Background: an optimization exercise with open tools, aiming at small area, a short achievable clock period and few clock cycles. Do not read the settings as production practice. In this exercise RTL edits were held to simulation tests only and were not proved equivalent to the original.

// integer_to_padded_ascii
module integer_to_padded_ascii #(
  parameter int MAX_FIELD  = itap_pkg::DEF_MAX_FIELD,
  parameter int VALUE_BITS = itap_pkg::DEF_VALUE_BITS
) (
  input  logic                             clk_i,
  input  logic                             rst_ni,
  input  logic                             s_axis_tvalid,
  output logic                             s_axis_tready,
  input  logic [itap_pkg::IN_TDATA_W-1:0]  s_axis_tdata,
  input  logic [itap_pkg::IN_TUSER_W-1:0]  s_axis_tuser,
  output logic                             m_axis_tvalid,
  input  logic                             m_axis_tready,
  output logic [itap_pkg::OUT_TDATA_W-1:0] m_axis_tdata,
  output logic                             m_axis_tlast
);
==> flow/config.mk <==
export PLATFORM = sky130hd
export DESIGN_NAME = integer_to_padded_ascii
export DESIGN_NICKNAME = integer_to_padded_ascii
export VERILOG_FILES = /design/flow/design.v
export SDC_FILE = /design/flow/constraint.sdc
export NUM_CORES = 4
export LEC_CHECK = 0
export ABC_AREA = 1
export CAP_MARGIN = 20
export CORE_MARGIN = 2
export CORE_UTILIZATION = 40
export SLEW_MARGIN = 20
export TNS_END_PERCENT = 5
==> flow/constraint.sdc <==
create_clock -name core_clock -period 8.0 [get_ports {clk_i}]
set_input_delay 1.6000 -clock core_clock [delete_from_list [all_inputs] [get_ports {clk_i}]]
set_output_delay 1.6000 -clock core_clock [all_outputs]
set_load 0.01 [all_outputs]
standard.sh (not shown) runs the stock make flow with config.mk's settings and CLKGATE_MAP_FILE= SYNTH_SCRIPT=/design/flow/synth_recipe.tcl, a recipe that flattens the netlist after the stock synthesis.
==> flow/flow/run.sh <==
#!/bin/bash
# The standard layout (the standard.sh, unchanged synthesis) with two
# changes to how the layout is optimised: the port buffers are plain
# buf_2 cells instead of the delay-cell default, and timing repair aims for a
# larger setup margin. Each make run logs to a file of its own here.
set -euo pipefail
export BUFFER_PORTS_ARGS="-buffer_cell sky130_fd_sc_hd__buf_2"
export SETUP_SLACK_MARGIN="${FLOW_SETUP_MARGIN:-5.0}"
bash standard.sh synth > make_synth.log 2>&1
bash standard.sh finish > make_finish.log 2>&1
The baseline passed the timing, DRC and antenna checks.
Testbench counts at the start, summed over its fixed seeds: cycles 13,131.
Rerun with:
TNS_END_PERCENT = 30   (was 5)
What happened: Synthesized cell count does not change; design area barely changes; cell count is about the same; core utilization rose by 0.12 points; first-iteration DRC count is lower by 12%; area after synthesis is unchanged.

========
Starting RTL as in the previous note.
// integer_to_padded_ascii
module integer_to_padded_ascii #(
  parameter int MAX_FIELD  = itap_pkg::DEF_MAX_FIELD,
  parameter int VALUE_BITS = itap_pkg::DEF_VALUE_BITS
) (
  input  logic                             clk_i,
  input  logic                             rst_ni,
  input  logic                             s_axis_tvalid,
  output logic                             s_axis_tready,
  input  logic [itap_pkg::IN_TDATA_W-1:0]  s_axis_tdata,
  input  logic [itap_pkg::IN_TUSER_W-1:0]  s_axis_tuser,
  output logic                             m_axis_tvalid,
  input  logic                             m_axis_tready,
  output logic [itap_pkg::OUT_TDATA_W-1:0] m_axis_tdata,
  output logic                             m_axis_tlast
);
  function automatic logic [2:0] enc_q(input logic [2:0] q);
    case (q)
      3'd0: enc_q = 3'd0;
      3'd1: enc_q = 3'd1;
      3'd2: enc_q = 3'd2;
      3'd3: enc_q = 3'd3;
      3'd4: enc_q = 3'd7;
      default: enc_q = 3'd0;
    endcase
  endfunction
  function automatic logic [2:0] dec_q(input logic [2:0] c);
    case (c)
      3'd0: dec_q = 3'd0;
      3'd1: dec_q = 3'd1;
  ...
Settings: LEC_CHECK=0, ABC_AREA=1, CAP_MARGIN=20, CORE_MARGIN=2, CORE_UTILIZATION=40, SLEW_MARGIN=20; clock period 8.0 ns.
==> flow/flow/run.sh <==
#!/bin/bash
# The standard layout (the standard.sh, its synthesis unchanged) with two
# changes to how the layout is optimised: the port buffers are plain buf_2
# cells instead of the delay-cell buffers the standard flow picks, and timing
# repair aims for a 5 ns setup margin (period 3 ns at the 8 ns clock). Each
# make run logs to a file of its own here.
set -euo pipefail
export BUFFER_PORTS_ARGS="-buffer_cell sky130_fd_sc_hd__buf_2"
export SETUP_SLACK_MARGIN="${FLOW_SETUP_MARGIN:-5.0}"
bash standard.sh synth > make_synth.log 2>&1
bash standard.sh finish > make_finish.log 2>&1
Testbench counts at the start, summed over its fixed seeds: cycles 13,131.
==> next run, changes <==
==> flow/flow/run.sh (replaced) <==
#!/bin/bash
# The standard layout (the standard.sh, unchanged synthesis) with two
# changes to how the layout is optimised: the port buffers are plain
# buf_2 cells instead of the delay-cell default, and timing repair aims for a
# larger setup margin. Each make run logs to a file of its own here.
set -euo pipefail
export BUFFER_PORTS_ARGS="-buffer_cell sky130_fd_sc_hd__buf_2"
export SETUP_SLACK_MARGIN="${FLOW_SETUP_MARGIN:-5.0}"
bash standard.sh synth > make_synth.log 2>&1
bash standard.sh finish > make_finish.log 2>&1
--- a/flow/config.mk
+++ b/flow/config.mk
@@ -11,2 +11,4 @@
 export CORE_UTILIZATION = 40
+export CTS_CLUSTER_DIAMETER = 100
+export CTS_CLUSTER_SIZE = 30
 export SLEW_MARGIN = 20
=> Cell count came out lower slightly; final area came out lower by a few percent; critical path depth came out lower by 2; non-clock buffer count came out higher by 8.
==> next run, changes <==
--- a/flow/config.mk
+++ b/flow/config.mk
@@ -11,3 +11,3 @@
 export CORE_UTILIZATION = 40
-export CTS_CLUSTER_DIAMETER = 100
+export CTS_CLUSTER_DIAMETER = 70
 export CTS_CLUSTER_SIZE = 30
Result: Setup slack improved by 0.0072 ns. Non-clock buffer count came out lower by 5. Via count came out higher by 0.72%. Count of clock-buffer cells in the layout came out higher by 11.
==> next run, changes <==
--- a/flow/config.mk
+++ b/flow/config.mk
@@ -11,4 +11,2 @@
 export CORE_UTILIZATION = 40
-export CTS_CLUSTER_DIAMETER = 70
-export CTS_CLUSTER_SIZE = 30
 export SLEW_MARGIN = 20
After rerunning: The changed run produced a clean layout. Register-to-register slack barely changes. Critical path depth grows by 2. Area after synthesis is unchanged. Via count barely changes. First-iteration DRC count grows by 9.9%. Cell area grows by 1.1%. Cell count rises by 0.32%. Clock skew stays flat. Sequential share of layout area came out lower by 0.39 points. Core utilization goes up by 0.50 points.

## afterwards: timing with drivers on the ports
Ports are ideal in the flow. The routed layouts listed here were re-timed in OpenROAD. Step 1, drivers: a clkbuf_16 drives clk_i and a buf_2 each remaining input, both assumed. Step 2 moves the port delays by t, midway between the first and last clock arrival at a register: inputs arrive t later, outputs are due t later. That takes back most of the time a late clock gives input paths. Slacks: ideal / step 1 / step 2; pairs: ideal / step 1.
| run | t (ns) | slack for setup (ns) | hold slack, ns | latest minus earliest clock arrival (ns) |
|---|---|---|---|---|
| the first run of note 1 | 0.611 | 5.019 / 5.019 / 4.493 | 0.418 / 0.418 / 0.418 | 0.011 / 0.011 |
| the second run of note 1 | 0.617 | 4.893 / 4.926 / 4.309 | 0.420 / 0.420 / 0.420 | 0.037 / 0.038 |
| the first run of note 2 | 0.638 | 5.117 / 5.117 / 4.520 | 0.419 / 0.419 / 0.419 | 0.014 / 0.014 |
| the second run of note 2 | 0.560 | 5.066 / 5.090 / 4.530 | 0.431 / 0.431 / 0.431 | 0.036 / 0.036 |
| the third run of note 2 | 0.603 | 5.073 / 5.105 / 4.502 | 0.427 / 0.427 / 0.427 | 0.016 / 0.015 |
| the fourth run of note 2 | 0.638 | 5.117 / 5.117 / 4.520 | 0.419 / 0.419 / 0.419 | 0.014 / 0.014 |
After both steps setup and hold are still met in every run listed.
